This is an optimization exercise on Yosys and OpenROAD, whose aim is small area, a short achievable clock period and few clock cycles per item, not a production implementation.
Only simulation tests tie the RTL to the original design; equivalence was not proved.

==> flow/design.v, too long to show whole: its modules and the start of the top module <==
// module barrett_mu_div: 119 lines
// module ntt_barrett_modmul: 4441 lines
// module csa_fa: 10 lines
// module csa_han: 9 lines
// module csa_ha: 9 lines
module ntt_barrett_modmul #(
    parameter int unsigned W   = 16,
    parameter int unsigned PW  = 16,
    parameter int unsigned LAT = ntt_barrett_modmul_pkg::PIPE_LAT
) (
    input  logic          clk,
    input  logic          reset,
    input  logic          cfg_load,
    input  logic [W-1:0]  cfg_q,
    output logic          cfg_busy,
    output logic          cfg_err,
    output logic          cfg_ready,
    input  logic          in_valid,
    output logic          in_ready,
    input  logic [W-1:0]  in_a,
    input  logic [W-1:0]  in_w,
    input  logic [PW-1:0] in_pass,
    output logic          out_valid,
    input  logic          out_ready,
    output logic [W-1:0]  out_data,
    output logic [PW-1:0] out_pass
);
  // ...
==> flow/run.sh <==
#!/bin/bash
# synth_recipe.tcl (not shown) runs the flow's synth.tcl, then flattens the netlist and writes it again
# the make line also repeats each setting of config.mk as NAME=value (left out here)
make -C /OpenROAD-flow-scripts/flow DESIGN_CONFIG=/design/flow/config.mk WORK_HOME=/design/flow/orfs CLKGATE_MAP_FILE= SYNTH_SCRIPT=/design/flow/synth_recipe.tcl finish
==> flow/config.mk <==
export PLATFORM = sky130hd
export DESIGN_NAME = ntt_barrett_modmul
export DESIGN_NICKNAME = ntt_barrett_modmul
export VERILOG_FILES = /design/flow/design.v
export SDC_FILE = /design/flow/constraint.sdc
export NUM_CORES = 4
export LEC_CHECK = 0
export CAP_MARGIN = 20
export CORE_MARGIN = 2
export CORE_UTILIZATION = 60
export CTS_BUF_LIST = sky130_fd_sc_hd__clkbuf_4 sky130_fd_sc_hd__clkbuf_8
export PLACE_DENSITY = 0.75
export SETUP_SLACK_MARGIN = 5
export SLEW_MARGIN = 20
export SYNTH_HIERARCHICAL = 1
export SYNTH_MINIMUM_KEEP_SIZE = 0
==> flow/constraint.sdc <==
create_clock -name core_clock -period 10.0 [get_ports {clk}]
set_input_delay 2.0000 -clock core_clock [delete_from_list [all_inputs] [get_ports {clk}]]
set_output_delay 2.0000 -clock core_clock [all_outputs]
set_load 0.01 [all_outputs]
==> impl_results.md, run 1 <==
* Status: no timing/DRC/antenna violations
* RR Endpoint: pn_q[31]$_DFFE_PP_
* Non-clock buffers at ~180
* DP Worst Slack at 4.271 ns
* Largest family of logic cells by synthesized area: adder cells
* Seq cells at 568
* Final setup fails at 0
* Most common library cells after synthesis: fa_1, nand2_1, nor2_1
* Grt peak-use layer: met2
* Fraction of area in multi-input gates at 57.57%
* Mean Syn Cell Area at 11.62 µm²
* Skew-Pair Late Insertion Delay at roughly 0.75 ns
* # hold bufs at CTS at 0
* Area Growth Syn to Fin at 8.723%
* Synth warnings at 8
* Data buffer area share at 3.179%
* Crit. Startpoint: out_ready
* Routed wl met3 at 8.601 mm
* Mapped Cells at 4,273
* Worst reg2reg path depth at 17
* Part of the Yosys area used for sequential elements at about a third
* Min Tclk post-route at 4.943 ns
* Synth Area in XOR/XNOR at 2.668%
* Yosys top cell area share at roughly 33%
* Input/output buffers at 104
* CTS resizes at 20
* Routed length on met2 at 56.66 mm
* Clk slew on worst S/H paths at about 0.07 ns
* GP Congestion at ~0.94
Testbench counts, summed over its fixed seeds: cycles 8,664, items 8,192.
==> run 2, diff against run 1 <==
--- a/flow/config.mk
+++ b/flow/config.mk
@@ -8,7 +8,6 @@
 export CAP_MARGIN = 20
 export CORE_MARGIN = 2
-export CORE_UTILIZATION = 60
+export CORE_UTILIZATION = 40
 export CTS_BUF_LIST = sky130_fd_sc_hd__clkbuf_4 sky130_fd_sc_hd__clkbuf_8
-export PLACE_DENSITY = 0.75
 export SETUP_SLACK_MARGIN = 5
 export SLEW_MARGIN = 20
==> run 2 against run 1 <==
Sequential cell count did not move. Die area rose by 49%. Non-clock buffer count rose by 5. Critical path type is now register to register. Largest cell class unchanged.
==> impl_results.md, run 2 <==
* Synth top area cells: edfxtp_1, fa_1, ha_1, nand2_1, nor2_1 (unchanged)
* Max cap viols at 0 (unchanged)
* Commonest register cell after synthesis: edfxtp_1 (unchanged)
* CTS buffer count at 102 (was 95)
* Tcrit/Tclk final at 49.40% (was 49.43%)
* Slew Limit Fails at 0 (unchanged)
* First-pass GRT wire length at 190.2 mm (was 183.5 mm)
* Initial antenna violation count at 1 (was 2)
* Commonest non-fill, non-tap cells in the layout: fa_1, nand2_1, nor2_1 (unchanged)
* RR Endpoint: pn_q[28]$_DFFE_PP_ (was pn_q[31]$_DFFE_PP_)
* Total grt overflow at 0 (unchanged)
* Worst Hold Depth at 0 (unchanged)
* Skew-Pair Late Insertion Delay at 0.82 ns (was 0.75 ns)
* Fin worst setup slack at 5.060 ns (was 5.057 ns)
* Crit. Startpoint: wh_q[1]$_DFFE_PP_ (was out_ready)
* Most common cell after layout, fill and taps aside: fa_1 (unchanged)
* Io pins at 106 (unchanged)
* Cells along the critical path: buf_12, nand2_4, fa_2, fa_1, fa_2, fa_1, fa_1, ha_4, buf_4, nand3_1, a21oi_2, o31ai_2, a32oi_2, a311o_1, a211o_1, a21oi_1, xnor2_1 (was clkdlybuf4s50_1, inv_2, a21boi_4, and2_1, buf_2)
* Clk slew on worst S/H paths at 0.06 ns (was 0.07 ns)
* Site Rows at 129 (was 105)
* CP endpoint kind: register (was output port)
* WS Path Type: register to register (was input port to output port)
* Vias in the first global route at 34,720 (was 35,110)
* Worst r2r src: wh_q[1]$_DFFE_PP_ (was wh_q[3]$_DFFE_PP_)
* Yosys top cell area share at 33.26% (unchanged)
* Most used cell, CP: fa_1
* Number of vias in the routed layout at 32,240 (was 32,730)
* Slowest cell on the critical path: fa_1 (was clkdlybuf4s50_1)
* Synth Cell Area at 0.04966 mm² (unchanged)
* Inst Count DP at 5,784 (was 5,210)
* Die width at 356.4 µm (was 291.7 µm)
* EDFF count, synth at 550 (unchanged)
* Cell with the most instances after synthesis: fa_1 (unchanged)
* Setup slack on the worst flop-to-flop path at 5.06 ns (was 5.10 ns)
* Largest net degree at the start of global routing at 174 (was 178)
* Non-Filler Instances at 6,031 (was 5,439)
* Part of the Yosys area used for sequential elements at 34.16% (unchanged)
* Filler instances at 11,420 (was 6,108)
* Maximum clock insertion buffer count at 3 (unchanged)
* DRT antenna net count at 0 (unchanged)
* Arr. time, crit path at 5.48 ns (was 2.94 ns)
* Mapped Cells at 4,273 (unchanged)
* FF+latch area at 0.01697 mm² (unchanged)
* Distinct cells, synth at 104 (unchanged)
* Critical path's largest stage delay at 0.60 ns (was 0.49 ns)
* Yosys top cell by area: edfxtp_1 (unchanged)
* Root buf cell: clkbuf_8 (unchanged)
* Least-Margin Pin Slew at 1.326 ns (was 1.044 ns)
* CTS sink cnt at 568 (unchanged)
* Status: no timing/DRC/antenna violations (unchanged)
* Initial DRC count at 2,500 (was 2,587)
* Max Clock Freq at 202.4 MHz (was 202.3 MHz)
* Crit path required time at 10.54 ns (was 8.00 ns)
* H-tree depth at 3 (unchanged)
* GP Congestion at 0.8867 (was 0.9377)
* Post-DR wirelength/cell at 19.65 µm (was 20.80 µm)
* DRC at 0 (unchanged)
* GR Util All Layers at 19.05% (was 27.33%)
* Async S/R FF share, synth at 3.169% (unchanged)
* Min-Delay Startpoint: p3_q[4]$_DFFE_PP_ (was p3_q[15]$_DFFE_PP_)
* DP Worst Slack at 4.271 ns (about the same)
* TNS Setup at 0 ns (unchanged)
* Die Area at 0.1270 mm² (was 0.08508 mm²)
* Layout cell share with drive strength beyond 1 at 8.996% (was 8.997%)
* Initial Util at 40.22% (was 60.58%)
* Final setup fails at 0 (unchanged)
* TritonCTS clock tree: yes (unchanged)
* Clock Skew at 0.06643 ns (was 0.06477 ns)
* Detail Placement HPWL at 85.72 mm (was 82.52 mm)
* Hold Crit Class: register to register (unchanged)
* Biggest regs: m2s_q (32), pn_q (32), y_q (32) (unchanged)
* Core box area at 0.1235 mm² (was 0.08198 mm²)
* Most common library cells after synthesis: fa_1, nand2_1, nor2_1 (unchanged)
* Worst reg2reg path depth at 17 (unchanged)
* Mean Syn Cell Area at 11.62 µm² (unchanged)
* Vias per cell at 5.346 (was 6.018)
* Final Hold Fails at 0 (unchanged)
* Die Ht at 356.4 µm (was 291.7 µm)
* Multi-input gate area at 0.03105 mm² (was 0.03108 mm²)
* Min Tclk post-route at 4.940 ns (was 4.943 ns)
* Flops & latches, synth at 568 (unchanged)
* # hold bufs at CTS at 0 (unchanged)
* Unrepaired setup endpoints after global routing: yes (unchanged)
* WL final at 118.5 mm (was 113.1 mm)
* Critical Path Start Type: register (was input port)
* CP max FO at 7 (was 2)
* Input/output buffers at 104 (unchanged)
* Hold_ws at 0.3767 ns (was 0.4124 ns)
* Worst Hold End: p4_q[4]$_DFFE_PP_ (was p4_q[15]$_DFFE_PP_)
* TritonRoute pass-1 iters at 5 (was 6)
* Rel. slew slack at 11.61% (was 30.42%)
* Nets@finish at 5,386 (was 5,374)
* Area Growth Syn to Fin at 10.49% (was 8.723%)
* Synth warnings at 8 (unchanged)
run 2: cell types whose count changed in the layout (fill, tap and decap cells not counted), moves of 5 or more:
cell and delta:
buf_4 +5, clkbuf_8 +8, clkdlybuf4s50_1 +7, clkinv_1 +8, clkinvlp_4 +6, dlymetal6s2s_1 -7
fa_1 +5, fa_2 -5
run 2: cell families (layout without fill, tap and decap cells):
kind of cell	count (synthesis)	in the layout	share of synthesized area [%]
and+or+nand+nor	1359	1359	11.43
buffers and inverters	505	620	3.870
DFF	568	568	34.16
other	2	8	0.01512
AOI/OAI and AO/OA	535	535	7.160
muxes	146	146	3.321
adders and majority gates	1011	1011	37.37
xor gates and xnor gates	147	147	2.668
run 2: modules after synthesis (local to each module, per instance):
module,cells inside,area (µm²),flops+latches
barrett_mu_div,733,7218,86
csa_fa,1,20.02,0
csa_ha,1,12.51,0
csa_han,5,27.53,0
ntt_barrett_modmul,2608,25980,482
run 2: area by class of cell:
type,instances,area share [%]
repair buffers,187,3.208
clock buffers,126,2.898
well taps,1637,3.733
diodes,3,0.01368
multi-input cells,3203,56.59
flip-flops and latches,568,30.92
inverters,244,1.678
clock inverters,63,0.9600
run 2: through the flow:
step | utilization [%] | area, µm²
5_1_grt | 44.44 | 54870
4_1_cts | 44.18 | 54550
3_3_place_gp | 42.12 | 52010
3_5_place_dp | 42.12 | 52010
6_report | 44.44 | 54870
2_1_floorplan | - | 49680
run 2: how the worst max path moves through the flow:
stage / end / slack, ns / depth (start not counted)
3_3_place_gp: u_div.mu_q[6]$_DFFE_PP_ / 4.33 / 8
4_1_cts: pn_q[31]$_DFFE_PP_ / 4.97 / 16
5_1_grt: pn_q[28]$_DFFE_PP_ / 4.93 / 29
6_report: pn_q[28]$_DFFE_PP_ / 5.06 / 17
2_1_floorplan: in_ready / -2.36 / 3
3_5_place_dp: u_div.ci_q[3]$_DFFE_PP_ / 4.27 / 15
run 2: timing repair:
| action | in CTS | in global routing |
|---|---|---|
| setup endpoints to repair | 16 | 30 |
| gates resized for setup | 20 | 48 |
| pin swaps | 7 | 23 |
| buffers inserted | 40 | 13 |
| gates cloned | 0 | 2 |
run 2: routing by layer:
| metal | vias to the layer above | wire, µm | track usage (%) |
|---|---|---|---|
| li1 | 14400 | - | - |
| met3 | 234 | 6745 | 3.038 |
| met1 | 16560 | 48390 | 24.02 |
| met4 | 0 | 4077 | 7.502 |
| met5 | - | 0 | 0 |
| met2 | 1049 | 59290 | 32.81 |
run 2: critical path, delay by kind of cell, from the launching register on:
kind	cells	cell delay, ns
xor+xnor	1	0.08
simple gates	2	0.13
flops	1	0.37
buf+inv	2	0.29
compound gates	6	1.21
fa+ha+maj	6	2.59
==> run 3, diff against run 2 <==
--- a/flow/config.mk
+++ b/flow/config.mk
@@ -6,10 +6,11 @@
 export NUM_CORES = 4
 export LEC_CHECK = 0
-export CAP_MARGIN = 20
+export CAP_MARGIN = 10
 export CORE_MARGIN = 2
 export CORE_UTILIZATION = 40
 export CTS_BUF_LIST = sky130_fd_sc_hd__clkbuf_4 sky130_fd_sc_hd__clkbuf_8
 export SETUP_SLACK_MARGIN = 5
-export SLEW_MARGIN = 20
+export SLEW_MARGIN = 10
 export SYNTH_HIERARCHICAL = 1
 export SYNTH_MINIMUM_KEEP_SIZE = 0
+export TNS_END_PERCENT = 10
==> run 3 against run 2 <==
Non-clock buffer count down 2. Critical path type is now input port to output port. Global-route usage about the same. Largest cell class unchanged. Highest routed layer unchanged. First-iteration DRC count increased by 3.7%.
==> impl_results.md, run 3 <==
* Maximum clock insertion buffer count at 3 (unchanged)
* Met1 usage at 24.02% (unchanged)
* DRT antenna net count at 0 (unchanged)
* Mapped Cells at 4,273 (unchanged)
* Input/output buffers at 104 (unchanged)
* WS Path Type: input port to output port (was register to register)
* Arr. time, crit path at 3.02 ns (was 5.48 ns)
* CTS buffer count at 102 (unchanged)
* Die width at 356.4 µm (unchanged)
* Vias per cell at 5.348 (was 5.346)
* Cells along the critical path: clkdlybuf4s50_1, inv_2, a21boi_4, and2_1, clkdlybuf4s15_2 (was buf_12, nand2_4, fa_2, fa_1, fa_2, fa_1, fa_1, ha_4, buf_4, nand3_1, a21oi_2, o31ai_2, a32oi_2, a311o_1, a211o_1, a21oi_1, xnor2_1)
* Post-layout util at 44.40% (was 44.44%)
* Most common cell after layout, fill and taps aside: fa_1 (unchanged)
* Distinct cells, synth at 104 (unchanged)
* Io pins at 106 (unchanged)
* Crit path to: in_ready (was pn_q[28]$_DFFE_PP_)
* Site Rows at 129 (unchanged)
* CP endpoint kind: output port (was register)
* Part of the Yosys area used for sequential elements at 34.16% (unchanged)
* Initial antenna violation count at 1 (unchanged)
* Tcrit/Tclk final at 50.17% (was 49.40%)
* RR Endpoint: pn_q[28]$_DFFE_PP_ (unchanged)
* Total grt overflow at 0 (unchanged)
* TritonRoute pass-1 iters at 6 (was 5)
* Status: no timing/DRC/antenna violations (unchanged)
* Initial DRC count at 2,593 (was 2,500)
* Most common library cells after synthesis: fa_1, nand2_1, nor2_1 (unchanged)
* Worst Path Buf+Inv at 3 (was 2)
* Final Hold Fails at 0 (unchanged)
* Grt peak-use layer: met2 (unchanged)
* Critical path's largest stage delay at 0.49 ns (was 0.60 ns)
* Initial Util at 40.22% (unchanged)
* TritonCTS clock tree: yes (unchanged)
* Setup slack on the worst flop-to-flop path at 5.08 ns (was 5.06 ns)
* Mean Syn Cell Area at 11.62 µm² (unchanged)
* WL final at 118.4 mm (was 118.5 mm)
* Max Clock Freq at 199.3 MHz (was 202.4 MHz)
* Worst reg2reg path depth at 17 (unchanged)
* Layout cell share with drive strength beyond 1 at 8.817% (was 8.996%)
* Area Growth Syn to Fin at 10.40% (was 10.49%)
* Synth Cell Area at 0.04966 mm² (unchanged)
* Final setup fails at 0 (unchanged)
* Slew Limit Fails at 0 (unchanged)
* GR Util All Layers at 19.04% (was 19.05%)
* CP max FO at 2 (was 7)
* Largest net degree at the start of global routing at 174 (unchanged)
* Commonest non-fill, non-tap cells in the layout: fa_1, nand2_1, nor2_1 (unchanged)
* Detail Placement HPWL at 85.72 mm (unchanged)
* Die Ht at 356.4 µm (unchanged)
* # hold bufs at CTS at 0 (unchanged)
* Synth top area cells: edfxtp_1, fa_1, ha_1, nand2_1, nor2_1 (unchanged)
* Skew-Pair Late Insertion Delay at 0.82 ns (about the same)
* Stages on the worst setup path at 5 (was 17)
* Slowest cell on the critical path: clkdlybuf4s50_1 (was fa_1)
* Yosys top cell by area: edfxtp_1 (unchanged)
* Met3 Resource Use GR at 3.038% (unchanged)
* Clock Skew at 0.06621 ns (was 0.06643 ns)
* Die Area at 0.1270 mm² (unchanged)
* Number of vias in the routed layout at 32,240 (about the same)
* DRC at 0 (unchanged)
* Crit path max-delay family: buffers and inverters (was adder cells)
* Vias in the first global route at 34,710 (was 34,720)
* Synth warnings at 8 (unchanged)
* Crit. Startpoint: out_ready (was wh_q[1]$_DFFE_PP_)
* Met2 global-route usage at 32.80% (was 32.81%)
* Least-Margin Pin Slew at 1.321 ns (was 1.326 ns)
* Max cap viols at 0 (unchanged)
* First-pass GRT wire length at 190.1 mm (was 190.2 mm)
* Flops & latches, synth at 568 (unchanged)
* Cell with the most instances after synthesis: fa_1 (unchanged)
* EDFF count, synth at 550 (unchanged)
* Crit path required time at 8.00 ns (was 10.54 ns)
* Min Tclk post-route at 5.017 ns (was 4.940 ns)
* Commonest register cell after synthesis: edfxtp_1 (unchanged)
* Worst r2r src: wh_q[1]$_DFFE_PP_ (unchanged)
* Core box area at 0.1235 mm² (unchanged)
* Critical Path Start Type: input port (was register)
* Root buf cell: clkbuf_8 (unchanged)
* Yosys top cell area share at 33.26% (unchanged)
* Post-DR wirelength/cell at 19.65 µm (about the same)
* Biggest regs: m2s_q (32), pn_q (32), y_q (32) (unchanged)
* Async S/R FF share, synth at 3.169% (unchanged)
* Unrepaired setup endpoints after global routing: yes (unchanged)
* Rel. slew slack at 11.96% (was 11.61%)
* Hold Crit Class: register to register (unchanged)
* CTS sink cnt at 568 (unchanged)
* Nets@finish at 5,384 (was 5,386)
* H-tree depth at 3 (unchanged)
* GP Congestion at 0.8867 (unchanged)
* Clk slew on worst S/H paths at 0.06 ns (about the same)
==> run 3: worst reg2reg max path, delay by kind of cell, from the launching register on <==
family,cells,cell delay [ns]
AOI/OAI and AO/OA,6,1.21
xor gates and xnor gates,1,0.08
and+or+nand+nor,2,0.14
adders and majority gates,6,2.58
buffers and inverters,2,0.29
DFF,1,0.37
==> run 3: cells by family after synthesis <==
| family | after synthesis | share of synthesized area [%] |
|---|---|---|
| AND/OR/NAND/NOR | 1359 | 11.43 |
| adder cells (fa/ha/maj) | 1011 | 37.37 |
| flip-flops | 568 | 34.16 |
| AO/OA/AOI/OAI | 535 | 7.160 |
| buffers and inverters | 505 | 3.870 |
| XOR/XNOR | 147 | 2.668 |
| multiplexers | 146 | 3.321 |
| other | 2 | 0.01512 |
==> run 3: layout make-up <==
type / count / area, µm²
fill: 11440 / 68650
multi-input combinational: 3203 / 31020
sequential: 568 / 16970
tap: 1637 / 2048
timing repair buffer: 185 / 1739
clock buffer: 126 / 1590
inverter: 244 / 920.9
clock inverter: 63 / 526.8
antenna: 3 / 7.507
==> run 3: what timing repair did <==
item,in CTS,in global routing
gates cloned,0,2
buffers inserted,40,11
pin swaps,6,19
setup endpoints to repair,16,31
gates resized for setup,17,44
==> run 3: routing by layer <==
layer	vias up	share of wire, %
met5	-	0
met4	0	3.5
met3	241	5.7
met2	1075	50
met1	16530	41
li1	14400	-
==> run 3: worst min path at each step <==
stage,startpoint,to,slack [ns],cells after the start
5_1_grt,p3_q[4]$_DFFE_PP_,p4_q[4]$_DFFE_PP_,0.39,0
3_5_place_dp,p4_q[1]$_DFFE_PP_,p5_q[1]$_DFFE_PP_,0.40,0
2_1_floorplan,xl_q[0]$_DFFE_PP_,m4c_q[0]$_DFFE_PP_,0.40,0
6_report,p3_q[4]$_DFFE_PP_,p4_q[4]$_DFFE_PP_,0.38,0
4_1_cts,p3_q[4]$_DFFE_PP_,p4_q[4]$_DFFE_PP_,0.37,0
3_3_place_gp,p3_q[1]$_DFFE_PP_,p4_q[1]$_DFFE_PP_,0.40,0
==> run 3: per-module statistics from Yosys, one instance, submodules excluded <==
module              flops+latches  cells  cell area, µm²  times used
ntt_barrett_modmul            482   2608           25980           1
barrett_mu_div                 86    733            7218           1
csa_han                         0      5           27.53          27
csa_fa                          0      1           20.02         766
csa_ha                          0      1           12.51          31
==> run 3: metrics by stage <==
| stage | cell area [µm²] | std cells | hold WS [ns] | setup TNS (ns) | worst slack (ns) |
|---|---|---|---|---|---|
| floorplan | 49680 | 4276 | 0.4003 | -165.53 | -2.364 |
| global placement | 52010 | 5784 | 0.4002 | 0 | 4.332 |
| CTS | 54540 | 6013 | 0.3671 | 0 | 4.970 |
| detailed placement | 52010 | 5784 | 0.4045 | 0 | 4.271 |
| finish | 54820 | 6029 | 0.3760 | 0 | 4.983 |
| global route | 54820 | 6029 | 0.3911 | 0 | 4.934 |
==> run 4, diff against run 3 <==
==> flow/config.mk (replaced) <==
export PLATFORM = sky130hd
export DESIGN_NAME = ntt_barrett_modmul
export DESIGN_NICKNAME = ntt_barrett_modmul
export VERILOG_FILES = /design/flow/design.v
export SDC_FILE = /design/flow/constraint.sdc
export NUM_CORES = 4
export LEC_CHECK = 0
export CAP_MARGIN = 20
export CORE_MARGIN = 2
export CORE_UTILIZATION = 40
export CTS_BUF_LIST = sky130_fd_sc_hd__clkbuf_16
export CTS_CLUSTER_DIAMETER = 80
export CTS_CLUSTER_SIZE = 20
export SETUP_SLACK_MARGIN = 5
export SLEW_MARGIN = 20
export SYNTH_HIERARCHICAL = 1
export SYNTH_MINIMUM_KEEP_SIZE = 0
==> run 4 against run 3 <==
Still clean. Register-to-register slack got worse by 0.08 ns. Fmax increased by 0.33%. First-iteration DRC count decreased by 1.5%. Clock-buffer cell count decreased by 82. Die area unchanged. Via count decreased by 0.99%. Routed wire length decreased by 1.1%.
==> impl_results.md, run 4 <==
* Filler instances at 11,390 (was 11,440)
* CP max FO at 5 (was 2)
* Synth top area cells: edfxtp_1, fa_1, ha_1, nand2_1, nor2_1 (unchanged)
* TritonCTS clock tree: yes (unchanged)
* Commonest register cell after synthesis: edfxtp_1 (unchanged)
* Cell with the most instances after synthesis: fa_1 (unchanged)
* Site Rows at 129 (unchanged)
* Root buf cell: clkbuf_16 (was clkbuf_8)
* GR Util All Layers at 18.78% (was 19.04%)
* Mean Syn Cell Area at 11.62 µm² (unchanged)
* TNS Setup at 0 ns (unchanged)
* Total grt overflow at 0 (unchanged)
* Worst reg2reg path depth at 16 (was 17)
* Crit path max-delay family: adder cells (was buffers and inverters)
* Most used cell, CP: fa_1
* Yosys top cell area share at 33.26% (unchanged)
* Cells along the critical path: buf_6, buf_6, buf_12, nand2_1, fa_1, fa_1, fa_2, fa_1, fa_1, ha_4, a211oi_2, a32oi_2, a311o_1, a211o_1, a21oi_1, xnor2_1 (was clkdlybuf4s50_1, inv_2, a21boi_4, and2_1, clkdlybuf4s15_2)
* Number of vias in the routed layout at 31,920 (was 32,240)
* Detail Placement HPWL at 85.72 mm (unchanged)
* Vias per cell at 5.391 (was 5.348)
* Die Area at 0.1270 mm² (unchanged)
* Max cap viols at 0 (unchanged)
* Tcrit/Tclk final at 50.01% (was 50.17%)
* Mapped Cells at 4,273 (unchanged)
* Hold Crit Class: register to register (unchanged)
* Initial DRC count at 2,554 (was 2,593)
* Arr. time, crit path at 5.41 ns (was 3.02 ns)
* First-pass GRT wire length at 188.2 mm (was 190.1 mm)
* Worst Path Buf+Inv at 3 (unchanged)
* Input/output buffers at 104 (unchanged)
* # hold bufs at CTS at 0 (unchanged)
* Maximum clock insertion buffer count at 3 (unchanged)
* Least-Margin Pin Slew at 1.337 ns (was 1.321 ns)
* Rel. slew slack at 10.84% (was 11.96%)
* DRC at 0 (unchanged)
* Initial Util at 40.22% (unchanged)
* Status: no timing/DRC/antenna violations (unchanged)
* Final Hold Fails at 0 (unchanged)
* TritonRoute pass-1 iters at 6 (unchanged)
* Clk slew on worst S/H paths at 0.08 ns (was 0.06 ns)
* CP endpoint kind: register (was output port)
* Biggest regs: m2s_q (32), pn_q (32), y_q (32) (unchanged)
* Setup slack on the worst flop-to-flop path at 5.00 ns (was 5.08 ns)
* Crit. Startpoint: wh_q[2]$_DFFE_PP_ (was out_ready)
* Most common cell after layout, fill and taps aside: fa_1 (unchanged)
* Critical Path Start Type: register (was input port)
* Die Ht at 356.4 µm (unchanged)
* Yosys top cell by area: edfxtp_1 (unchanged)
* Async S/R FF share, synth at 3.169% (unchanged)
* Io pins at 106 (unchanged)
* Core box area at 0.1235 mm² (unchanged)
* WL final at 117.1 mm (was 118.4 mm)
* Skew-Pair Late Insertion Delay at 0.66 ns (was 0.82 ns)
* Part of the Yosys area used for sequential elements at 34.16% (unchanged)
* Critical path's largest stage delay at 0.54 ns (was 0.49 ns)
* Min Tclk post-route at 5.001 ns (was 5.017 ns)
* RR Endpoint: pn_q[28]$_DFFE_PP_ (unchanged)
* WS Path Type: register to register (was input port to output port)
* CTS buffer count at 44 (was 102)
* Slowest cell on the critical path: fa_1 (was clkdlybuf4s50_1)
* DRT antenna net count at 0 (unchanged)
* Layout cell share with drive strength beyond 1 at 7.238% (was 8.817%)
* CTS sink cnt at 568 (unchanged)
* Synth warnings at 8 (unchanged)
* H-tree depth at 2 (was 3)
* Clock Skew at 0.05764 ns (was 0.06621 ns)
* Area Growth Syn to Fin at 9.408% (was 10.40%)
* Post-DR wirelength/cell at 19.79 µm (was 19.65 µm)
* Flops & latches, synth at 568 (unchanged)
* Synth Cell Area at 0.04966 mm² (unchanged)
* Largest net degree at the start of global routing at 174 (unchanged)
* Worst r2r src: wh_q[2]$_DFFE_PP_ (was wh_q[1]$_DFFE_PP_)
* Distinct cells, synth at 104 (unchanged)
* GP Congestion at 0.8867 (unchanged)
* Stages on the worst setup path at 16 (was 5)
* Most common library cells after synthesis: fa_1, nand2_1, nor2_1 (unchanged)
* Crit path required time at 10.41 ns (was 8.00 ns)
* Vias in the first global route at 33,960 (was 34,710)
* Unrepaired setup endpoints after global routing: yes (unchanged)
* Slew Limit Fails at 0 (unchanged)
* Initial antenna violation count at 1 (unchanged)
* EDFF count, synth at 550 (unchanged)
* Commonest non-fill, non-tap cells in the layout: fa_1, nand2_1, nor2_1 (unchanged)
* Nets@finish at 5,334 (was 5,384)
* Max Clock Freq at 200.0 MHz (was 199.3 MHz)
* Min-Delay Startpoint: p6_q[13]$_DFFE_PP_ (was p3_q[4]$_DFFE_PP_)
* Crit path to: pn_q[28]$_DFFE_PP_ (was in_ready)
* Final setup fails at 0 (unchanged)
* Hold_ws at 0.4125 ns (was 0.3760 ns)
* Die width at 356.4 µm (unchanged)
## run 4: timing repair
| action | 4_1_cts | 5_1_grt |
|---|---|---|
| pin swaps | 7 | 31 |
| buffers inserted | 40 | 20 |
| resized for setup | 22 | 60 |
| setup endpoints to repair | 17 | 162 |
| cloned | 0 | 1 |
| hold endpoints to repair | 0 | 0 |
## run 4: worst min path at each step
stage | depth (start not counted) | slack (ns) | end
floorplan | 0 | 0.40 | m4c_q[0]$_DFFE_PP_
global placement | 0 | 0.40 | p4_q[1]$_DFFE_PP_
detailed placement | 0 | 0.40 | p5_q[1]$_DFFE_PP_
CTS | 0 | 0.41 | out_p_q[13]$_DFFE_PP_
global route | 0 | 0.42 | out_p_q[13]$_DFFE_PP_
finish | 0 | 0.41 | out_p_q[13]$_DFFE_PP_
## run 4: kinds of logic (layout without fill, tap and decap cells)
family | after synthesis | in the layout | share of synthesized area [%]
muxes | 146 | 146 | 3.321
DFF | 568 | 568 | 34.16
buffers and inverters | 505 | 512 | 3.870
other | 2 | 6 | 0.01512
adders and majority gates | 1011 | 1011 | 37.37
AOI/OAI and AO/OA | 535 | 535 | 7.160
and+or+nand+nor | 1359 | 1359 | 11.43
xor gates and xnor gates | 147 | 147 | 2.668
## run 4: per-stage QoR
step	cell area (µm²)	utilization [%]	instances	setup slack, ns
floorplan	49680	-	4276	-2.364
global placement	52010	42.12	5784	4.332
detailed placement	52010	42.12	5784	4.271
CTS	53920	43.67	5899	4.950
global route	54330	44.00	5920	4.872
finish	54330	44.00	5921	4.999
## run 4: area by class of cell
| cell class | instances | area [µm²] | area share (%) |
|---|---|---|---|
| multi-input cells | 3203 | 31070 | 57.18 |
| flip-flops and latches | 568 | 16970 | 31.23 |
| well taps | 1637 | 2048 | 3.770 |
| repair buffers | 193 | 1857 | 3.417 |
| clock buffers | 44 | 1101 | 2.027 |
| inverters | 244 | 920.9 | 1.695 |
| clock inverters | 31 | 369.1 | 0.6793 |
| diodes | 1 | 2.502 | 0.004606 |
## run 4: metal layers
metal	vias up	global-route usage, %	wire length [µm]
met3	216	2.926	6844
met4	0	5.814	3827
met5	-	0	0
met2	1011	32.64	58620
met1	16450	24.11	47850
li1	14250	-	-
## run 4: per-module statistics from Yosys (local to each module, per instance)
module | cells | flip-flops and latches
barrett_mu_div | 733 | 86
csa_fa | 1 | 0
csa_ha | 1 | 0
csa_han | 5 | 0
ntt_barrett_modmul | 2608 | 482
==> run 5, diff against run 4 <==
--- a/flow/config.mk
+++ b/flow/config.mk
@@ -10,6 +10,6 @@
 export CORE_UTILIZATION = 40
 export CTS_BUF_LIST = sky130_fd_sc_hd__clkbuf_16
-export CTS_CLUSTER_DIAMETER = 80
-export CTS_CLUSTER_SIZE = 20
+export CTS_CLUSTER_DIAMETER = 100
+export CTS_CLUSTER_SIZE = 24
 export SETUP_SLACK_MARGIN = 5
 export SLEW_MARGIN = 20
==> run 5 against run 4 <==
Largest cell class unchanged. Still clean on timing, DRC and antenna. Synthesized cell count is the same. Critical endpoint is now u_div.rem_q[0]$_DFFE_PP_. Worst hold slack gained 0.0017 ns. Clock-buffer cell count shrank 8.
==> impl_results.md, run 5 <==
* Area Growth Syn to Fin at 8.642% (was 9.408%)
* Unrepaired setup endpoints after global routing: yes (unchanged)
* Core box area at 0.1235 mm² (unchanged)
* Site Rows at 129 (unchanged)
* Total grt overflow at 0 (unchanged)
* Cell with the most instances after synthesis: fa_1 (unchanged)
* Post-DR wirelength/cell at 19.79 µm (about the same)
* Synth top area cells: edfxtp_1, fa_1, ha_1, nand2_1, nor2_1 (unchanged)
* Async S/R FF share, synth at 3.169% (unchanged)
* Post-DP Area at 0.05201 mm² (unchanged)
* Crit path required time at 10.37 ns (was 10.41 ns)
* Final Hold Fails at 0 (unchanged)
* Commonest non-fill, non-tap cells in the layout: fa_1, nand2_1, nor2_1 (unchanged)
* Mean Syn Cell Area at 11.62 µm² (unchanged)
* H-tree depth at 2 (unchanged)
* CTS sink cnt at 568 (unchanged)
* Commonest register cell after synthesis: edfxtp_1 (unchanged)
* CP max FO at 8 (was 5)
* Vias in the first global route at 33,900 (was 33,960)
* Arr. time, crit path at 5.32 ns (was 5.41 ns)
* Initial DRC count at 2,546 (was 2,554)
* Max Clock Freq at 202.2 MHz (was 200.0 MHz)
* Hold Crit Class: register to register (unchanged)
* Initial Util at 40.22% (unchanged)
* Vias per cell at 5.382 (was 5.391)
* WL final at 116.8 mm (was 117.1 mm)
* Final setup fails at 0 (unchanged)
* CP endpoint kind: register (unchanged)
* Max cap viols at 0 (unchanged)
* Most common library cells after synthesis: fa_1, nand2_1, nor2_1 (unchanged)
* Critical Path Start Type: input port (was register)
* Synth warnings at 8 (unchanged)
* Detail Placement HPWL at 85.72 mm (unchanged)
* TritonRoute pass-1 iters at 5 (was 6)
* GP Congestion at 0.8867 (unchanged)
* Worst Path Buf+Inv at 4 (was 3)
* Slew Limit Fails at 0 (unchanged)
* Post-layout util at 43.69% (was 44.00%)
* Largest net degree at the start of global routing at 174 (unchanged)
* Die width at 356.4 µm (unchanged)
* Non-Filler Instances at 5,903 (was 5,921)
* Flops & latches, synth at 568 (unchanged)
* Die Ht at 356.4 µm (unchanged)
* Final instance area at 0.05395 mm² (was 0.05433 mm²)
* Cells along the critical path: clkdlybuf4s50_1, or4_4, or3_4, xor2_2, inv_2, or4_4, nor3_4, inv_4, nor3_4, inv_2, o311ai_1, o31ai_1 (was buf_6, buf_6, buf_12, nand2_1, fa_1, fa_1, fa_2, fa_1, fa_1, ha_4, a211oi_2, a32oi_2, a311o_1, a211o_1, a21oi_1, xnor2_1)
* Input/output buffers at 104 (unchanged)
* Clock Skew at 0.03522 ns (was 0.05764 ns)
* Initial antenna violation count at 0 (was 1)
* Distinct cells, synth at 104 (unchanged)
* TritonCTS clock tree: yes (unchanged)
* First-pass GRT wire length at 188.2 mm (about the same)
* Crit path max-delay family: simple AND/OR/NAND/NOR gates (was adder cells)
* Skew-Pair Late Insertion Delay at 0.64 ns (was 0.66 ns)
* Number of vias in the routed layout at 31,770 (was 31,920)
* Critical path's largest stage delay at 0.65 ns (was 0.54 ns)
* Status: no timing/DRC/antenna violations (unchanged)
* Hold_ws at 0.4141 ns (was 0.4125 ns)
* Mapped Cells at 4,273 (unchanged)
* Biggest regs: m2s_q (32), pn_q (32), y_q (32) (unchanged)
* DRT antenna net count at 0 (unchanged)
* CTS buffer count at 36 (was 44)
* Layout cell share with drive strength beyond 1 at 6.985% (was 7.238%)
* Clk slew on worst S/H paths at 0.10 ns (was 0.08 ns)
* Setup slack on the worst flop-to-flop path at 5.06 ns (was 5.00 ns)
* GR Util All Layers at 18.77% (was 18.78%)
* Least-Margin Pin Slew at 1.361 ns (was 1.337 ns)
* Min Tclk post-route at 4.947 ns (was 5.001 ns)
* Root buf cell: clkbuf_16 (unchanged)
* Most common cell after layout, fill and taps aside: fa_1 (unchanged)
* DRC at 0 (unchanged)
* Tcrit/Tclk final at 49.47% (was 50.01%)
* Antenna Cells at 0 (was 1)
* Nets@finish at 5,324 (was 5,334)
* Part of the Yosys area used for sequential elements at 34.16% (unchanged)
* Rel. slew slack at 9.236% (was 10.84%)
* Die Area at 0.1270 mm² (unchanged)
* Synth Cell Area at 0.04966 mm² (unchanged)
* Yosys top cell by area: edfxtp_1 (unchanged)
* Io pins at 106 (unchanged)
* Slowest cell on the critical path: or4_4 (was fa_1)
* Maximum clock insertion buffer count at 3 (unchanged)
* Inst Count DP at 5,784 (unchanged)
* EDFF count, synth at 550 (unchanged)
* WS Path Type: input port to register (was register to register)
* Yosys top cell area share at 33.26% (unchanged)
run 5: cell types whose count changed in the layout (fill, tap and decap cells not counted), moves of 4 or more:
cell / before / now
buf_6: 12 / 8
clkbuf_16: 44 / 36
clkdlybuf4s50_1: 100 / 95
dlymetal6s2s_1: 3 / 8
inv_8: 1 / 5
clkinv_8: 6 / 2
run 5: per-module statistics from Yosys, one instance, submodules excluded:
module / cells / flip-flops and latches / times used
csa_han: 5 / 0 / 27
barrett_mu_div: 733 / 86 / 1
csa_fa: 1 / 0 / 766
ntt_barrett_modmul: 2608 / 482 / 1
csa_ha: 1 / 0 / 31
run 5: per-layer routing:
| metal | wire length (µm) | GRT usage, % | vias to the layer above |
|---|---|---|---|
| met3 | 6147 | 2.419 | 205 |
| met5 | 0 | 0 | - |
| met2 | 58210 | 32.52 | 981 |
| li1 | - | - | 14220 |
| met4 | 4103 | 6.346 | 0 |
| met1 | 48360 | 24.30 | 16360 |
run 5: kinds of logic after synthesis:
group	share of synthesized area (%)
and+or+nand+nor	11.43
adders and majority gates	37.37
DFF	34.16
AOI/OAI and AO/OA	7.160
buffers and inverters	3.870
xor gates and xnor gates	2.668
muxes	3.321
other	0.01512
run 5: final timing paths:
| check | startpoint | end | cells after the start |
|---|---|---|---|
| setup / recovery | cfg_q[7] | u_div.rem_q[0]$_DFFE_PP_ | 12 |
| min in group asynchronous | reset | cfg_ready_q$_DFFE_PN0P_ | 1 |
| setup reg to reg | wh_q[1]$_DFFE_PP_ | pn_q[31]$_DFFE_PP_ | 17 |
| hold reg to reg | p3_q[8]$_DFFE_PP_ | p4_q[8]$_DFFE_PP_ | 0 |
| hold / removal | p3_q[8]$_DFFE_PP_ | p4_q[8]$_DFFE_PP_ | 0 |
| max in group asynchronous | reset | u_div.busy_q$_DFF_PN0_ | 1 |
run 5: final cells by class:
class                           instances  area, µm²
Clock buffer                           36      900.9
Clock inverter                         24      264.0
Fill cell                           11420      69520
Inverter                              244      920.9
Multi-Input combinational cell       3203      31020
Sequential cell                       568      16970
Tap cell                             1637       2048
Timing Repair Buffer                  191       1827
run 5: repair_timing:
| action | in CTS | in global routing |
|---|---|---|
| pin swaps | 6 | 31 |
| buffers inserted | 40 | 19 |
| endpoints found under the setup margin | 18 | 227 |
| hold buffers | 0 | 0 |
| resized for setup | 18 | 63 |
run 5: worst reg2reg max path, stage by stage, from the launching register on:
cell and delay [ns]:
edfxtp_1 0.39, buf_12 0.14, nand2_2 0.06, fa_2 0.40, fa_1 0.49, fa_2 0.38
fa_1 0.50, fa_1 0.60, ha_4 0.24, a21o_1 0.15, a21o_1 0.17, a21o_1 0.17
a21o_1 0.17, a221oi_4 0.35, o31a_2 0.23, o21ai_2 0.07, a21oi_2 0.13, xor2_1 0.07
run 5: per-stage QoR:
step,setup TNS [ns],setup slack (ns)
after global routing,0,4.897
after detailed placement,0,4.271
after CTS,0,4.936
after global placement,0,4.332
final,0,5.053
after floorplan,-165.53,-2.364
==> run 6, diff against run 5 <==
--- a/flow/config.mk
+++ b/flow/config.mk
@@ -9,7 +9,7 @@
 export CORE_MARGIN = 2
 export CORE_UTILIZATION = 40
-export CTS_BUF_LIST = sky130_fd_sc_hd__clkbuf_16
+export CTS_BUF_LIST = sky130_fd_sc_hd__clkbuf_8 sky130_fd_sc_hd__clkbuf_16
 export CTS_CLUSTER_DIAMETER = 100
-export CTS_CLUSTER_SIZE = 24
+export CTS_CLUSTER_SIZE = 20
 export SETUP_SLACK_MARGIN = 5
 export SLEW_MARGIN = 20
==> run 6 against run 5 <==
Global-route usage barely moved. Synthesized cell count did not move. Design area barely moved. Sequential share of layout area barely moved. Non-clock buffer count fell by 5. Critical path depth rose by 5. Worst hold slack improved by 0.0051 ns. Still clean. Sequential cell count did not move. Fmax fell by 0.59%.
==> impl_results.md, run 6 <==
* Status: no timing/DRC/antenna violations (unchanged)
* Number of vias in the routed layout at 31,810 (was 31,770)
* Worst Path Buf+Inv at 1 (was 4)
* Final instance area at 0.05399 mm² (was 0.05395 mm²)
* GP Congestion at 0.8867 (unchanged)
* Initial DRC count at 2,285 (was 2,546)
* CP endpoint kind: register (unchanged)
* Site Rows at 129 (unchanged)
* Filler instances at 11,400 (was 11,420)
* Crit path required time at 10.39 ns (was 10.37 ns)
* Arr. time, crit path at 5.37 ns (was 5.32 ns)
* Crit path max-delay family: adder cells (was simple AND/OR/NAND/NOR gates)
* Most common cell after layout, fill and taps aside: fa_1 (unchanged)
* Commonest non-fill, non-tap cells in the layout: fa_1, nand2_1, nor2_1 (unchanged)
* Fin worst setup slack at 5.024 ns (was 5.053 ns)
* Mean Syn Cell Area at 11.62 µm² (unchanged)
* Io pins at 106 (unchanged)
* First-pass GRT wire length at 188.1 mm (was 188.2 mm)
* Layout cell share with drive strength beyond 1 at 6.734% (was 6.985%)
* Core box area at 0.1235 mm² (unchanged)
* Largest net degree at the start of global routing at 174 (unchanged)
* Part of the Yosys area used for sequential elements at 34.16% (unchanged)
* Max cap viols at 0 (unchanged)
* Post-DR wirelength/cell at 19.81 µm (was 19.79 µm)
* Final setup fails at 0 (unchanged)
* DRT antenna net count at 0 (unchanged)
* Root buf cell: clkbuf_16 (unchanged)
* EDFF count, synth at 550 (unchanged)
* Detail Placement HPWL at 85.72 mm (unchanged)
* Cells along the critical path: buf_4, nand2_1, fa_2, fa_2, fa_2, fa_1, fa_1, ha_4, a21o_1, a21o_1, a21o_1, a21o_1, a221oi_4, o31a_2, o21ai_2, a21oi_1, xor2_1 (was clkdlybuf4s50_1, or4_4, or3_4, xor2_2, inv_2, or4_4, nor3_4, inv_4, nor3_4, inv_2, o311ai_1, o31ai_1)
* Initial antenna violation count at 1 (was 0)
* Skew-Pair Late Insertion Delay at 0.65 ns (was 0.64 ns)
* DP Worst Slack at 4.271 ns (unchanged)
* Inst Count DP at 5,784 (unchanged)
* Die Ht at 356.4 µm (unchanged)
* Distinct cells, synth at 104 (unchanged)
* GR Util All Layers at 18.78% (was 18.77%)
* Input/output buffers at 104 (unchanged)
* Synth top area cells: edfxtp_1, fa_1, ha_1, nand2_1, nor2_1 (unchanged)
* Mapped Cells at 4,273 (unchanged)
* TritonRoute pass-1 iters at 7 (was 5)
* Async S/R FF share, synth at 3.169% (unchanged)
* Critical Path Start Type: register (was input port)
* Unrepaired setup endpoints after global routing: yes (unchanged)
* WL final at 116.9 mm (was 116.8 mm)
* Critical path's largest stage delay at 0.58 ns (was 0.65 ns)
* Hold Crit Class: register to register (unchanged)
* Final Hold Fails at 0 (unchanged)
* Commonest register cell after synthesis: edfxtp_1 (unchanged)
* Die width at 356.4 µm (unchanged)
* Vias per cell at 5.391 (was 5.382)
* Hold_ws at 0.4192 ns (was 0.4141 ns)
* Cell with the most instances after synthesis: fa_1 (unchanged)
* H-tree depth at 2 (unchanged)
* Max Clock Freq at 201.0 MHz (was 202.2 MHz)
* Most common library cells after synthesis: fa_1, nand2_1, nor2_1 (unchanged)
* Yosys top cell area share at 33.26% (unchanged)
* Flops & latches, synth at 568 (unchanged)
* Maximum clock insertion buffer count at 3 (unchanged)
* Least-Margin Pin Slew at 1.274 ns (was 1.361 ns)
* # hold bufs at CTS at 0 (unchanged)
* Die Area at 0.1270 mm² (unchanged)
* Synth Cell Area at 0.04966 mm² (unchanged)
* Slew Limit Fails at 0 (unchanged)
* Non-Filler Instances at 5,900 (was 5,903)
* TritonCTS clock tree: yes (unchanged)
* WS Path Type: register to register (was input port to register)
* CP max FO at 6 (was 8)
* Area Growth Syn to Fin at 8.725% (was 8.642%)
* Nets@finish at 5,322 (was 5,324)
* Total grt overflow at 0 (unchanged)
* Rel. slew slack at 15.07% (was 9.236%)
* Synth warnings at 8 (unchanged)
* CTS buffer count at 39 (was 36)
* CTS sink cnt at 568 (unchanged)
* DRC at 0 (unchanged)
* Most used cell, CP: a21o_1
* Clock Skew at 0.03642 ns (was 0.03522 ns)
* Yosys top cell by area: edfxtp_1 (unchanged)
* Slowest cell on the critical path: fa_1 (was or4_4)
* Clk slew on worst S/H paths at 0.08 ns (was 0.10 ns)
* Vias in the first global route at 33,940 (was 33,900)
* Biggest regs: m2s_q (32), pn_q (32), y_q (32) (unchanged)
* Min Tclk post-route at 4.976 ns (was 4.947 ns)
* Initial Util at 40.22% (unchanged)
* Post-DP Area at 0.05201 mm² (unchanged)
* Tcrit/Tclk final at 49.76% (was 49.47%)
==> run 6: cell counts after synthesis <==
Identical to the previous run, type by type.
==> run 6: area by class of cell <==
type                       instances  area, µm²  area share, %
antenna                            1      2.502       0.004635
clock buffer                      40      989.7          1.833
clock inverter                    21      210.2         0.3893
inverter                         244      920.9          1.706
multi-input combinational       3203      31070          57.55
sequential                       568      16970          31.42
tap                             1637       2048          3.793
timing repair buffer             186       1783          3.302
==> run 6: logic make-up after synthesis <==
group | count (synthesis) | synth area share, %
DFF | 568 | 34.16
other | 2 | 0.01512
and+or+nand+nor | 1359 | 11.43
adders and majority gates | 1011 | 37.37
xor gates and xnor gates | 147 | 2.668
buffers and inverters | 505 | 3.870
AOI/OAI and AO/OA | 535 | 7.160
muxes | 146 | 3.321
==> run 6: layer usage <==
| layer | global-route usage (%) | vias up | routed length, µm |
|---|---|---|---|
| li1 | - | 14220 | - |
| met2 | 32.66 | 996 | 58390 |
| met4 | 6.253 | 0 | 4045 |
| met1 | 24.17 | 16380 | 48200 |
| met3 | 2.527 | 220 | 6260 |
| met5 | 0 | - | 0 |
==> run 6: path summary, 6_finish.rpt <==
path,from,endpoint,slack [ns],depth (start not counted)
worst max-delay path,wh_q[5]$_DFFE_PP_,pn_q[31]$_DFFE_PP_,5.02,17
worst min register to register,p2_q[3]$_DFFE_PP_,p3_q[3]$_DFFE_PP_,0.42,0
worst max register to register,wh_q[5]$_DFFE_PP_,pn_q[31]$_DFFE_PP_,5.02,17
max in group asynchronous,reset,cfg_err_q$_DFF_PN0_,7.71,1
worst min-delay path,p2_q[3]$_DFFE_PP_,p3_q[3]$_DFFE_PP_,0.42,0
min in group asynchronous,reset,cfg_ready_q$_DFFE_PN0P_,1.80,1
==> run 6: worst register-to-register path: cells and delay by family, from the launching register on <==
family | cells | cell delay (ns)
adders and majority gates | 6 | 2.50
buffers and inverters | 1 | 0.18
DFF | 1 | 0.42
xor gates and xnor gates | 1 | 0.08
AOI/OAI and AO/OA | 8 | 1.47
and+or+nand+nor | 1 | 0.09
==> run 6: per-module statistics from Yosys, one instance, submodules excluded <==
| module | cell area (µm²) | copies in the design | cells inside |
|---|---|---|---|
| ntt_barrett_modmul | 25980 | 1 | 2608 |
| barrett_mu_div | 7218 | 1 | 733 |
| csa_fa | 20.02 | 766 | 1 |
| csa_han | 27.53 | 27 | 5 |
| csa_ha | 12.51 | 31 | 1 |
==> run 6: repair_timing <==
action	in CTS	in global routing
resized for setup	21	60
cloned	0	1
setup endpoints to repair	18	224
pin swaps	6	27
buffers inserted	40	13
==> run 6: metrics by stage <==
step / util (%) / setup TNS, ns
after CTS: 43.45 / 0
after global placement: 42.12 / 0
after global routing: 43.73 / 0
final: 43.73 / 0
after floorplan: - / -165.53
after detailed placement: 42.12 / 0
==> run 7, diff against run 6 <==
--- a/flow/config.mk
+++ b/flow/config.mk
@@ -11,5 +11,5 @@
 export CTS_BUF_LIST = sky130_fd_sc_hd__clkbuf_8 sky130_fd_sc_hd__clkbuf_16
 export CTS_CLUSTER_DIAMETER = 100
-export CTS_CLUSTER_SIZE = 20
+export CTS_CLUSTER_SIZE = 16
 export SETUP_SLACK_MARGIN = 5
 export SLEW_MARGIN = 20
==> run 7 against run 6 <==
Still clean. Critical path depth down 1. First-iteration DRC count up 7.9%. Core utilization up 0.093 points. Sequential share of layout area down 0.067 points. Fmax up 0.35%. Via count up 0.15%. Critical endpoint is now pn_q[28]$_DFFE_PP_.
==> impl_results.md, run 7 <==
* Status: no timing/DRC/antenna violations (unchanged)
* Commonest register cell after synthesis: edfxtp_1 (unchanged)
* Critical path's largest stage delay at 0.54 ns (was 0.58 ns)
* Antenna Cells at 0 (was 1)
* Arr. time, crit path at 5.37 ns (about the same)
* Die Ht at 356.4 µm (unchanged)
* Detail Placement HPWL at 85.72 mm (unchanged)
* Fin worst setup slack at 5.041 ns (was 5.024 ns)
* Initial antenna violation count at 0 (was 1)
* WS Path Type: register to register (unchanged)
* Maximum clock insertion buffer count at 3 (unchanged)
* TritonCTS clock tree: yes (unchanged)
* Crit path required time at 10.41 ns (was 10.39 ns)
* Inst Count DP at 5,784 (unchanged)
* Clk slew on worst S/H paths at 0.08 ns (about the same)
* WL final at 117.3 mm (was 116.9 mm)
* FF+latch area at 0.01697 mm² (unchanged)
* Most common library cells after synthesis: fa_1, nand2_1, nor2_1 (unchanged)
* Worst Path Buf+Inv at 2 (was 1)
* Unrepaired setup endpoints after global routing: yes (unchanged)
* CP max FO at 4 (was 6)
* Core box area at 0.1235 mm² (unchanged)
* Mapped Cells at 4,273 (unchanged)
* Non-Filler Instances at 5,908 (was 5,900)
* Max Clock Freq at 201.7 MHz (was 201.0 MHz)
* Io pins at 106 (unchanged)
* Async S/R FF share, synth at 3.169% (unchanged)
* Root buf cell: clkbuf_16 (unchanged)
* H-tree depth at 2 (unchanged)
* Cell with the most instances after synthesis: fa_1 (unchanged)
* TritonRoute pass-1 iters at 5 (was 7)
* Synth Cell Area at 0.04966 mm² (unchanged)
* DRT antenna net count at 0 (unchanged)
* Distinct cells, synth at 104 (unchanged)
* Filler instances at 11,400 (about the same)
* Layout cell share with drive strength beyond 1 at 6.954% (was 6.734%)
* GP Congestion at 0.8867 (unchanged)
* Nets@finish at 5,333 (was 5,322)
* DRC at 0 (unchanged)
* Number of vias in the routed layout at 31,860 (was 31,810)
* Die width at 356.4 µm (unchanged)
* Yosys top cell area share at 33.26% (unchanged)
* Final instance area at 0.05411 mm² (was 0.05399 mm²)
* Flops & latches, synth at 568 (unchanged)
* Area Growth Syn to Fin at 8.957% (was 8.725%)
* Biggest regs: m2s_q (32), pn_q (32), y_q (32) (unchanged)
* Initial DRC count at 2,465 (was 2,285)
* CTS buffer count at 44 (was 39)
* Vias in the first global route at 33,930 (was 33,940)
* Multi-input gate area at 0.03106 mm² (was 0.03107 mm²)
* CTS sink cnt at 568 (unchanged)
* Post-DP Area at 0.05201 mm² (unchanged)
* First-pass GRT wire length at 188.3 mm (was 188.1 mm)
* Slew Limit Fails at 0 (unchanged)
* Post-DR wirelength/cell at 19.85 µm (was 19.81 µm)
* Max cap viols at 0 (unchanged)
* Most common cell after layout, fill and taps aside: fa_1 (unchanged)
* Input/output buffers at 104 (unchanged)
* Vias per cell at 5.392 (was 5.391)
* Skew-Pair Late Insertion Delay at 0.66 ns (was 0.65 ns)
* Crit path max-delay family: adder cells (unchanged)
* DP Worst Slack at 4.271 ns (unchanged)
* Critical Path Start Type: register (unchanged)
* Most used cell, CP: fa_1 (was a21o_1)
* Yosys top cell by area: edfxtp_1 (unchanged)
* Die Area at 0.1270 mm² (unchanged)
* Cells along the critical path: buf_4, buf_4, nand2_1, fa_1, fa_1, fa_1, fa_2, fa_1, ha_1, a21o_1, a21oi_1, nor2_1, a311o_1, a211o_1, a21oi_1, xnor2_1 (was buf_4, nand2_1, fa_2, fa_2, fa_2, fa_1, fa_1, ha_4, a21o_1, a21o_1, a21o_1, a21o_1, a221oi_4, o31a_2, o21ai_2, a21oi_1, xor2_1)
* # hold bufs at CTS at 0 (unchanged)
* Initial Util at 40.22% (unchanged)
* Part of the Yosys area used for sequential elements at 34.16% (unchanged)
* Rel. slew slack at 17.78% (was 15.07%)
* Min Tclk post-route at 4.959 ns (was 4.976 ns)
* Total grt overflow at 0 (unchanged)
* Commonest non-fill, non-tap cells in the layout: fa_1, nand2_1, nor2_1, edfxtp_1, inv_1 (was fa_1, nand2_1, nor2_1)
* Final Hold Fails at 0 (unchanged)
* GR Util All Layers at 18.78% (about the same)
* Hold Crit Class: register to register (unchanged)
* Largest net degree at the start of global routing at 174 (unchanged)
* Tcrit/Tclk final at 49.59% (was 49.76%)
* Mean Syn Cell Area at 11.62 µm² (unchanged)
* Synth top area cells: edfxtp_1, fa_1, ha_1, nand2_1, nor2_1 (unchanged)
* CP endpoint kind: register (unchanged)
* Synth warnings at 8 (unchanged)
* Final setup fails at 0 (unchanged)
* Clock Skew at 0.04454 ns (was 0.03642 ns)
* Slowest cell on the critical path: fa_2 (was fa_1)
* EDFF count, synth at 550 (unchanged)
* Least-Margin Pin Slew at 1.233 ns (was 1.274 ns)
* Site Rows at 129 (unchanged)
[run 7: final cells by class]
class	instances	share of cell area [%]
Clock buffer	44	2.035
Clock inverter	20	0.3168
Multi-Input combinational cell	3203	57.40
Sequential cell	568	31.36
Inverter	244	1.702
Timing Repair Buffer	192	3.406
Tap cell	1637	3.785
[run 7: path summary, 6_finish.rpt]
path	cells after the start	startpoint	slack [ns]	end
setup / recovery	16	a_q[5]$_DFFE_PP_	5.04	pn_q[28]$_DFFE_PP_
hold / removal	0	p3_q[4]$_DFFE_PP_	0.41	p4_q[4]$_DFFE_PP_
setup reg to reg	16	a_q[5]$_DFFE_PP_	5.04	pn_q[28]$_DFFE_PP_
hold reg to reg	0	p3_q[4]$_DFFE_PP_	0.41	p4_q[4]$_DFFE_PP_
max in group asynchronous	1	reset	7.70	v_q[3]$_DFFE_PN0P_
min in group asynchronous	1	reset	1.81	cfg_ready_q$_DFFE_PN0P_
[run 7: cells by family after synthesis]
group / share of synthesized area [%]
xor gates and xnor gates: 2.668
AOI/OAI and AO/OA: 7.160
other: 0.01512
DFF: 34.16
buffers and inverters: 3.870
and+or+nand+nor: 11.43
adders and majority gates: 37.37
muxes: 3.321
[run 7: what timing repair did]
item	4_1_cts	5_1_grt
pin swaps	6	33
gates resized for setup	20	68
setup buffers	40	20
setup endpoints to repair	19	225
[run 7: worst register-to-register path, cell delays in order (launching register included)]
cell and delay, ns:
edfxtp_1 0.47, buf_4 0.18, buf_4 0.13, nand2_1 0.08, fa_1 0.44, fa_1 0.42
fa_1 0.40, fa_2 0.54, fa_1 0.41, ha_1 0.34, a21o_1 0.21, a21oi_1 0.15
nor2_1 0.05, a311o_1 0.36, a211o_1 0.28, a21oi_1 0.18, xnor2_1 0.08
[run 7: layer usage]
layer | GRT usage (%) | share of wire [%] | vias up
met5 | 0 | 0 | -
met3 | 2.568 | 5.5 | 235
li1 | - | - | 14230
met4 | 6.101 | 3.5 | 0
met2 | 32.54 | 50 | 1006
met1 | 24.31 | 41 | 16390
[run 7: per-module statistics from Yosys, one instance, submodules excluded]
module | copies in the design | flip-flops and latches | cells
barrett_mu_div | 1 | 86 | 733
csa_fa | 766 | 0 | 1
csa_ha | 31 | 0 | 1
csa_han | 27 | 0 | 5
ntt_barrett_modmul | 1 | 482 | 2608
[run 7: through the flow]
stage          setup TNS (ns)  utilization, %  hold WS (ns)
2_1_floorplan         -165.53               -        0.4003
3_3_place_gp                0           42.12        0.4002
3_5_place_dp                0           42.12        0.4045
4_1_cts                     0           43.50        0.4017
5_1_grt                     0           43.82        0.4175
6_report                    0           43.82        0.4065

## separate check: timing with driven ports
The flow's constraints put no driver on any port. The routed layouts listed below were extracted and timed again, unchanged, in two steps. Step 1 sets driving cells, clkbuf_16 on the clock port and buf_2 on the other inputs (assumed; they add their load-dependent delay and slew). Step 2 adds t to the input delays and takes it off the output delays; t is the mean of the earliest and latest rising clock arrival at the registers after step 1. Input paths then give back, and output paths get back, about the clock's delay inside the block. Three values: ideal ports, drivers, drivers and shift; two values: the first two.
run	t, ns	setup slack, ns	worst setup path at the end	clock arrival spread, ns	pins driven straight from the clock port
run 1	0.790	5.057 / 5.026 / 4.389	input to register	0.065 / 0.064	1
run 2	0.847	5.060 / 5.047 / 4.278	input to register	0.066 / 0.067	1
run 3	0.848	4.983 / 4.950 / 4.247	input to register	0.067 / 0.066	1
run 4	0.702	4.999 / 4.999 / 4.415	input to register	0.063 / 0.063	1
run 5	0.682	5.053 / 5.049 / 4.408	input to register	0.044 / 0.044	1
run 6	0.689	5.024 / 5.024 / 4.391	input to register	0.051 / 0.051	1
run 7	0.704	5.041 / 5.041 / 4.416	input to register	0.045 / 0.045	1
After both steps setup and hold are still met in every run listed. The setup slack of run 2, which loses most, moves by -0.013 ns with the drivers and by -0.782 ns with both steps.
